From an optimization exercise on the open Yosys and OpenROAD flow, aimed at small area; shortcuts taken in it are not production practice.
The RTL was checked by simulation tests, not by an equivalence proof against the original design.
No activity file was given, so power comes from the tool's default toggle rates.

==> run Z: inputs <==
==> flow/design.v <==
package core_cfg_pkg;
    localparam int xlen_c = 64;
    localparam int inst_w_c = 32;
    localparam int reg_addr_w_c = 5;
    localparam logic [xlen_c-1:0] reset_pc_c = '0;
    localparam logic [inst_w_c-1:0] nop_inst_c = 32'h0000_0013;
endpackage
package rv_isa_pkg;
    typedef enum logic [6:0] {
        OP     = 7'b0110011,
        OP_IMM = 7'b0010011,
        BRANCH = 7'b1100011,
        JAL    = 7'b1101111,
        STORE  = 7'b0100011
    } opcode_e;
    typedef enum logic [2:0] {
        F3_ADD_SUB = 3'b000,
        F3_XOR     = 3'b100,
        F3_OR      = 3'b110,
        F3_AND     = 3'b111
    } alu_f3_e;
    typedef enum logic [2:0] {
        F3_BEQ = 3'b000,
        F3_BNE = 3'b001
    } br_f3_e;
    typedef enum logic [2:0] {
        F3_SD = 3'b011
    } st_f3_e;
    localparam logic [6:0] f7_base_c = 7'b0000000;
    localparam logic [6:0] f7_sub_c  = 7'b0100000;
    typedef enum logic [2:0] {
        ALU_ADD,
        ALU_SUB,
        ALU_AND,
        ALU_OR,
        ALU_XOR
    } alu_op_e;
    typedef enum logic [1:0] {
        BR_NONE,
        BR_EQ,
        BR_NE,
        BR_JUMP
    } br_kind_e;
endpackage
import core_cfg_pkg::*;
module core (
    input  logic                                clk,
    input  logic                                rst_n_i,
    input  logic [core_cfg_pkg::inst_w_c-1:0]   if_inst_i,
    output logic [core_cfg_pkg::xlen_c-1:0]     if_inst_addr_o,
    output logic                                mem_wen_o,
    output logic [core_cfg_pkg::xlen_c-1:0]     mem_waddr_o,
    output logic [core_cfg_pkg::xlen_c-1:0]     mem_wdata_o
);
    logic [3:0]  ph_q;
    logic        clr_q;
    logic        bub_q;      
    logic        ph0_q, ph0, ph15;
    assign ph0  = ph0_q;
    assign ph15 = (ph_q == 4'd15);
    always_ff @(posedge clk) begin
        if (!rst_n_i) begin
            ph_q  <= 4'd0;
            ph0_q <= 1'b1;
            clr_q <= 1'b1;
        end else begin
            ph_q  <= ph_q + 4'd1;
            ph0_q <= ph15;
            if (ph15) clr_q <= 1'b0;
        end
    end
    logic [31:7] ir_q;
    logic [31:7] ins;
    logic        c_rr_q, c_addi_q, c_br_q, c_jal_q, c_sd_q;
    logic        c_rr, c_addi, c_br, c_jal, c_sd;
    logic        d_rr, d_addi, d_br, d_jal, d_sd;
    logic [6:0] opc;
    logic [2:0] f3i;
    logic [6:0] f7i;
    assign opc = if_inst_i[6:0];
    assign f3i = if_inst_i[14:12];
    assign f7i = if_inst_i[31:25];
    always_comb begin
        d_rr   = (opc == 7'b0110011) &&
                 ((f7i == 7'b0000000 && (f3i == 3'b000 || f3i == 3'b100 ||
                                         f3i == 3'b110 || f3i == 3'b111)) ||
                  (f7i == 7'b0100000 && f3i == 3'b000));
        d_addi = (opc == 7'b0010011) && (f3i == 3'b000);
        d_br   = (opc == 7'b1100011) && (f3i[2:1] == 2'b00);
        d_jal  = (opc == 7'b1101111);
        d_sd   = (opc == 7'b0100011) && (f3i == 3'b011);
    end
    always_comb begin
        if (ph0) begin
            ins    = if_inst_i[31:7];
            c_rr   = d_rr   && !clr_q && !bub_q;
            c_addi = d_addi && !clr_q && !bub_q;
            c_br   = d_br   && !clr_q && !bub_q;
            c_jal  = d_jal  && !clr_q && !bub_q;
            c_sd   = d_sd   && !clr_q && !bub_q;
        end else begin
            ins    = ir_q;
            c_rr   = c_rr_q;
            c_addi = c_addi_q;
            c_br   = c_br_q;
            c_jal  = c_jal_q;
            c_sd   = c_sd_q;
        end
    end
    always_ff @(posedge clk) begin
        ir_q     <= ins;
        c_rr_q   <= c_rr;
        c_addi_q <= c_addi;
        c_br_q   <= c_br;
        c_jal_q  <= c_jal;
        c_sd_q   <= c_sd;
    end
    logic [4:0] rs1, rs2, rd;
    logic [2:0] f3;
    assign rs1 = ins[19:15];
    assign rs2 = ins[24:20];
    assign rd  = ins[11:7];
    assign f3  = ins[14:12];
    logic [20:0] imm;
    logic [3:0]  imm_nib;
    always_comb begin
        if (c_jal)
            imm = {ins[31], ins[19:12], ins[20], ins[30:21], 1'b0};
        else if (c_br)
            imm = {{8{ins[31]}}, ins[31], ins[7], ins[30:25], ins[11:8], 1'b0};
        else if (c_sd)
            imm = {{9{ins[31]}}, ins[31:25], ins[11:7]};
        else
            imm = {{9{ins[31]}}, ins[31:20]};
        case (ph_q)
            4'd0:    imm_nib = imm[3:0];
            4'd1:    imm_nib = imm[7:4];
            4'd2:    imm_nib = imm[11:8];
            4'd3:    imm_nib = imm[15:12];
            4'd4:    imm_nib = imm[19:16];
            default: imm_nib = {4{imm[20]}};
        endcase
    end
    logic [31:1][63:0] rf_q;
    logic [3:0]        rs1_nib, rs2_nib;
    logic [31:0][3:0]  tail;
    always_comb begin
        tail[0] = 4'd0;
        for (int r = 1; r < 32; r++) tail[r] = rf_q[r][3:0];
    end
    assign rs1_nib = tail[rs1];
    assign rs2_nib = tail[rs2];
    logic [63:0] pc_q, wa_q, wd_q;
    logic [3:0]  pc_nib;
    assign pc_nib = pc_q[3:0];
    logic        sub;
    logic [3:0]  a, b, bx;
    logic [4:0]  sum;
    logic        cy_q;
    logic [3:0]  alu;
    assign sub = c_rr && ins[30];
    assign a   = (c_br || c_jal) ? pc_nib : rs1_nib;
    assign b   = c_rr ? rs2_nib : imm_nib;
    assign bx  = sub ? ~b : b;
    assign sum = {1'b0, a} + {1'b0, bx} + {4'd0, ph0 ? sub : cy_q};
    always_comb begin
        alu = sum[3:0];
        if (c_rr) begin
            case (f3)
                3'b100:  alu = a ^ b;
                3'b110:  alu = a | b;
                3'b111:  alu = a & b;
                default: alu = sum[3:0];
            endcase
        end
    end
    logic [3:0] pc_src;
    logic [4:0] inc;
    logic       icy_q;
    assign pc_src = bub_q ? wa_q[3:0] : pc_nib;
    assign inc = {1'b0, pc_src} + ((ph0 && !bub_q) ? 5'd4 : {4'd0, icy_q && !bub_q});
    logic ne_q, ne;
    assign ne = (ph0 ? 1'b0 : ne_q) | (rs1_nib != rs2_nib);
    logic taken;
    assign taken = c_jal || (c_br && (f3[0] ? ne : !ne));
    logic mm_q, mm;
    assign mm = ((ph_q == 4'd4) ? 1'b0 : mm_q) | (alu != inc[3:0]);
    always_ff @(posedge clk) begin
        cy_q  <= sum[4];
        icy_q <= inc[4];
        ne_q  <= ne;
        mm_q  <= mm;
    end
    always_ff @(posedge clk) begin
        if (!rst_n_i)
            bub_q <= 1'b0;
        else if (ph15)
            bub_q <= taken && mm;
    end
    logic       wen;
    logic [3:0] wdat;
    assign wen  = (c_rr || c_addi || c_jal) && (rd != 5'd0);
    assign wdat = c_jal ? inc[3:0] : alu;
    logic [3:0] wbus;
    assign wbus = clr_q ? 4'd0 : wdat;
    always_ff @(posedge clk) begin
        for (int r = 1; r < 32; r++) begin
            if (clr_q || (wen && rd == 5'(r)))
                rf_q[r] <= {wbus, rf_q[r][63:4]};
            else
                rf_q[r] <= {rf_q[r][3:0], rf_q[r][63:4]};
        end
    end
    logic [63:0] wa_d;
    assign wa_d = {alu, wa_q[63:4]};
    always_ff @(posedge clk) begin
        wa_q <= wa_d;
        wd_q <= {rs2_nib, wd_q[63:4]};
        if (clr_q)
            pc_q <= {4'd0, pc_q[63:4]};
        else if (ph15 && taken)
            pc_q <= {inc[3:0], pc_q[63:20], wa_d[15:0]};
        else
            pc_q <= {inc[3:0], pc_q[63:4]};
    end
    logic wen_q;
    always_ff @(posedge clk) begin
        if (!rst_n_i)
            wen_q <= 1'b0;
        else
            wen_q <= ph15 && c_sd;
    end
    assign if_inst_addr_o = pc_q;
    assign mem_wen_o      = wen_q;
    assign mem_waddr_o    = wa_q;
    assign mem_wdata_o    = wd_q;
endmodule
==> flow/flow/run.sh <==
#!/bin/bash
set -euo pipefail
bash standard.sh "BUFFER_PORTS_ARGS=-buffer_cell sky130_fd_sc_hd__buf_1" finish > flow_make.log 2>&1
test -f out/final.def
==> flow/standard.sh <==
#!/bin/bash
# synth_recipe.tcl (not shown) runs the flow's synth.tcl, then flattens the netlist and writes it again
# the make line also repeats each setting of config.mk as NAME=value (left out here)
make -C /OpenROAD-flow-scripts/flow DESIGN_CONFIG=/design/flow/config.mk WORK_HOME=/design/flow/orfs CLKGATE_MAP_FILE= SYNTH_SCRIPT=/design/flow/synth_recipe.tcl "${@:-finish}"
==> flow/config.mk <==
export PLATFORM = sky130hd
export DESIGN_NAME = core
export DESIGN_NICKNAME = core
export VERILOG_FILES = /design/flow/design.v
export SDC_FILE = /design/flow/constraint.sdc
export NUM_CORES = 4
export LEC_CHECK = 0
export ABC_AREA = 1
export CAP_MARGIN = 20
export CORE_MARGIN = 2
export CORE_UTILIZATION = 65
export CTS_BUF_LIST = sky130_fd_sc_hd__clkbuf_16
export CTS_CLUSTER_DIAMETER = 80
export CTS_CLUSTER_SIZE = 30
export GPL_TIMING_DRIVEN = 0
export SLEW_MARGIN = 20
==> flow/constraint.sdc <==
create_clock -name core_clock -period 5.5 [get_ports {clk}]
set_input_delay 1.1000 -clock core_clock [delete_from_list [all_inputs] [get_ports {clk}]]
set_output_delay 1.1000 -clock core_clock [all_outputs]
set_load 0.01 [all_outputs]
==> inputs of run E, as changes to run Z <==
==> flow/design.v, changed modules only <==
module core (
    input  logic                                clk,
    input  logic                                rst_n_i,
    input  logic [core_cfg_pkg::inst_w_c-1:0]   if_inst_i,
    output logic [core_cfg_pkg::xlen_c-1:0]     if_inst_addr_o,
    output logic                                mem_wen_o,
    output logic [core_cfg_pkg::xlen_c-1:0]     mem_waddr_o,
    output logic [core_cfg_pkg::xlen_c-1:0]     mem_wdata_o
);
    logic [3:0]  ph_q;
    logic        ph0_q, ph1_q;
    logic        clr_q;
    logic        bub_q;
    logic        ph15;
    assign ph15 = (ph_q == 4'd15);
    always_ff @(posedge clk) begin
        if (!rst_n_i) begin
            ph_q  <= 4'd0;
            ph0_q <= 1'b1;
            ph1_q <= 1'b0;
            clr_q <= 1'b1;
        end else begin
            ph_q  <= ph_q + 4'd1;
            ph0_q <= ph15;
            ph1_q <= ph0_q;
            if (ph15) clr_q <= 1'b0;
        end
    end
    logic [31:7] ir_q;
    logic [31:7] ins;
    logic        c_rr_q, c_addi_q, c_br_q, c_jal_q, c_sd_q;
    logic        c_rr, c_addi, c_br, c_jal, c_sd;
    logic        d_rr, d_addi, d_br, d_jal, d_sd;
    logic [6:0] opc;
    logic [2:0] f3i;
    logic [6:0] f7i;
    assign opc = if_inst_i[6:0];
    assign f3i = if_inst_i[14:12];
    assign f7i = if_inst_i[31:25];
    always_comb begin
        d_rr   = (opc == 7'b0110011) &&
                 ((f7i == 7'b0000000 && (f3i == 3'b000 || f3i == 3'b100 ||
                                         f3i == 3'b110 || f3i == 3'b111)) ||
                  (f7i == 7'b0100000 && f3i == 3'b000));
        d_addi = (opc == 7'b0010011) && (f3i == 3'b000);
        d_br   = (opc == 7'b1100011) && (f3i[2:1] == 2'b00);
        d_jal  = (opc == 7'b1101111);
        d_sd   = (opc == 7'b0100011) && (f3i == 3'b011);
    end
    always_comb begin
        if (ph0_q) begin
            ins    = if_inst_i[31:7];
            c_rr   = d_rr   && !clr_q && !bub_q;
            c_addi = d_addi && !clr_q && !bub_q;
            c_br   = d_br   && !clr_q && !bub_q;
            c_jal  = d_jal  && !clr_q && !bub_q;
            c_sd   = d_sd   && !clr_q && !bub_q;
        end else begin
            ins    = ir_q;
            c_rr   = c_rr_q;
            c_addi = c_addi_q;
            c_br   = c_br_q;
            c_jal  = c_jal_q;
            c_sd   = c_sd_q;
        end
    end
    always_ff @(posedge clk) begin
        ir_q     <= ins;
        c_rr_q   <= c_rr;
        c_addi_q <= c_addi;
        c_br_q   <= c_br;
        c_jal_q  <= c_jal;
        c_sd_q   <= c_sd;
    end
    logic [31:1][63:0] rf_q;
    logic [3:0]        rs1_nib, rs2_nib;
    logic [31:0][3:0]  tail;
    logic [4:0]        rs1, rs2;
    assign rs1 = ins[19:15];
    assign rs2 = ins[24:20];
    always_comb begin
        tail[0] = 4'd0;
        for (int r = 1; r < 32; r++) tail[r] = rf_q[r][3:0];
    end
    assign rs1_nib = tail[rs1];
    assign rs2_nib = tail[rs2];
    logic [63:0] pc_q, wa_q, wd_q;
    logic [3:0]  pc_src;
    logic [4:0]  inc;
    logic        icy_q;
    assign pc_src = bub_q ? wa_q[7:4] : pc_q[3:0];
    assign inc = {1'b0, pc_src} + ((ph0_q && !bub_q) ? 5'd4 : {4'd0, icy_q && !bub_q});
    logic ne_q, ne, taken;
    assign ne    = (ph0_q ? 1'b0 : ne_q) | (rs1_nib != rs2_nib);
    assign taken = c_jal || (c_br && (ins[12] ? ne : !ne));
    logic [3:0] a_q, b_q;
    always_ff @(posedge clk) begin
        a_q   <= (c_br || c_jal) ? pc_q[3:0] : rs1_nib;
        b_q   <= rs2_nib;
        icy_q <= inc[4];
        ne_q  <= ne;
    end
    logic [20:0] imm;
    logic [3:0]  imm_nib;
    always_comb begin
        if (c_jal_q)
            imm = {ir_q[31], ir_q[19:12], ir_q[20], ir_q[30:21], 1'b0};
        else if (c_br_q)
            imm = {{8{ir_q[31]}}, ir_q[31], ir_q[7], ir_q[30:25], ir_q[11:8], 1'b0};
        else if (c_sd_q)
            imm = {{9{ir_q[31]}}, ir_q[31:25], ir_q[11:7]};
        else
            imm = {{9{ir_q[31]}}, ir_q[31:20]};
        case (ph_q)
            4'd1:    imm_nib = imm[3:0];
            4'd2:    imm_nib = imm[7:4];
            4'd3:    imm_nib = imm[11:8];
            4'd4:    imm_nib = imm[15:12];
            4'd5:    imm_nib = imm[19:16];
            default: imm_nib = {4{imm[20]}};
        endcase
    end
    logic        sub;
    logic [3:0]  b, bx;
    logic [4:0]  sum;
    logic        cy_q;
    logic [3:0]  alu;
    logic [2:0]  f3e;
    assign f3e = ir_q[14:12];
    assign sub = c_rr_q && ir_q[30];
    assign b   = c_rr_q ? b_q : imm_nib;
    assign bx  = sub ? ~b : b;
    assign sum = {1'b0, a_q} + {1'b0, bx} + {4'd0, ph1_q ? sub : cy_q};
    always_comb begin
        alu = sum[3:0];
        if (c_rr_q) begin
            case (f3e)
                3'b100:  alu = a_q ^ b;
                3'b110:  alu = a_q | b;
                3'b111:  alu = a_q & b;
                default: alu = sum[3:0];
            endcase
        end
    end
    logic [3:0] link;
    assign link = pc_q[63:60];
    logic mm_q, mm;
    assign mm = (ph_q == 4'd5 ? 1'b0 : mm_q) | (alu != link);
    always_ff @(posedge clk) begin
        cy_q <= sum[4];
        mm_q <= mm;
    end
    always_ff @(posedge clk) begin
        if (!rst_n_i)
            bub_q <= 1'b0;
        else if (ph15)
            bub_q <= taken && mm;
    end
    logic       wen;
    logic [3:0] wdat, wbus;
    logic [4:0] rd;
    assign rd   = ir_q[11:7];
    assign wen  = (c_rr_q || c_addi_q || c_jal_q) && (rd != 5'd0);
    assign wdat = c_jal_q ? link : alu;
    assign wbus = clr_q ? 4'd0 : wdat;
    always_ff @(posedge clk) begin
        for (int r = 1; r < 32; r++) begin
            if (clr_q || (wen && rd == 5'(r)))
                rf_q[r] <= {rf_q[r][3:0], wbus, rf_q[r][59:4]};
            else
                rf_q[r] <= {rf_q[r][3:0], rf_q[r][63:4]};
        end
    end
    logic [63:0] wa_d;
    assign wa_d = {alu, wa_q[63:4]};
    always_ff @(posedge clk) begin
        wa_q <= wa_d;
        wd_q <= {b_q, wd_q[63:4]};
        if (clr_q)
            pc_q <= {4'd0, pc_q[63:4]};
        else if (ph15 && taken)
            pc_q <= {inc[3:0], pc_q[63:20], wa_d[19:4]};
        else
            pc_q <= {inc[3:0], pc_q[63:4]};
    end
    logic wen_q;
    always_ff @(posedge clk) begin
        if (!rst_n_i)
            wen_q <= 1'b0;
        else
            wen_q <= ph0_q && c_sd_q;
    end
    assign if_inst_addr_o = pc_q;
    assign mem_wen_o      = wen_q;
    assign mem_waddr_o    = wa_q;
    assign mem_wdata_o    = wd_q;
endmodule
==> run summary <==
item	run E	run Z
Post-place instance area	0.0533 mm²	0.0532 mm²
Initial standard-cell utilization of the core	0.658	0.658
Initial antenna violation count	15	7
Data arrival time at the worst-slack endpoint	5660 ps	6030 ps
Diodes inserted	9	7
Largest net degree at the start of global routing	32	31
Count of flip-flops with a built-in enable after synthesis	17	0
Worst slack on hold paths	308 ps	309 ps
Total Neg Setup Slack	0 ps	-12.7 ps
Global placer's final weighted congestion	0.982	0.918
Clock transition time at the flip-flop clock pins of the worst setup and hold paths	120 ps	100 ps
Status	complete, but fails checks	complete, but fails checks
Violated checks	antenna rules	setup timing
Final period utilization	0.934	1.00
Drt first-iter violations	2477	2317
Area growth from synthesis to layout	9.11%	9.16%
Wire length of the first global-routing pass	179 mm	168 mm
Total number of cells along the worst setup path	20	22
Worst setup slack after placement	73.5 ps	-1220 ps
Non-Filler Cell Area, Final	0.0558 mm²	0.0557 mm²
Multi-input logic area	0.00559 mm²	0.00572 mm²
Fraction of power spent switching nets	0.227	0.227

separate check: timing with driven ports:
The flow's constraints put no driver on any port. The routed layouts listed below were extracted and timed again, unchanged, in two steps. Step 1 sets driving cells, clkbuf_16 on the clock port and buf_2 on the other inputs (assumed; they add their load-dependent delay and slew). Step 2, shift: input delay + t, output delay - t, t = (earliest + latest rising clock arrival at the registers) / 2. This alone moves slack from input paths to output paths. Three values: ideal, step 1, step 2; two values: the first two.
run | shift t [ns] | slack for setup (ns) | worst setup path at the end | worst slew at a driven data input, ns | cell pins on the clock port's net
run Z | 0.750 | -0.013 / 0.000 / -0.716 | input to register | 0.05 | 1
run E | 0.743 | 0.366 / 0.366 / 0.366 | register to register | 0.05 | 1
The setup slack of run Z, which loses most, moves by +0.013 ns with the drivers and by -0.703 ns with both steps.
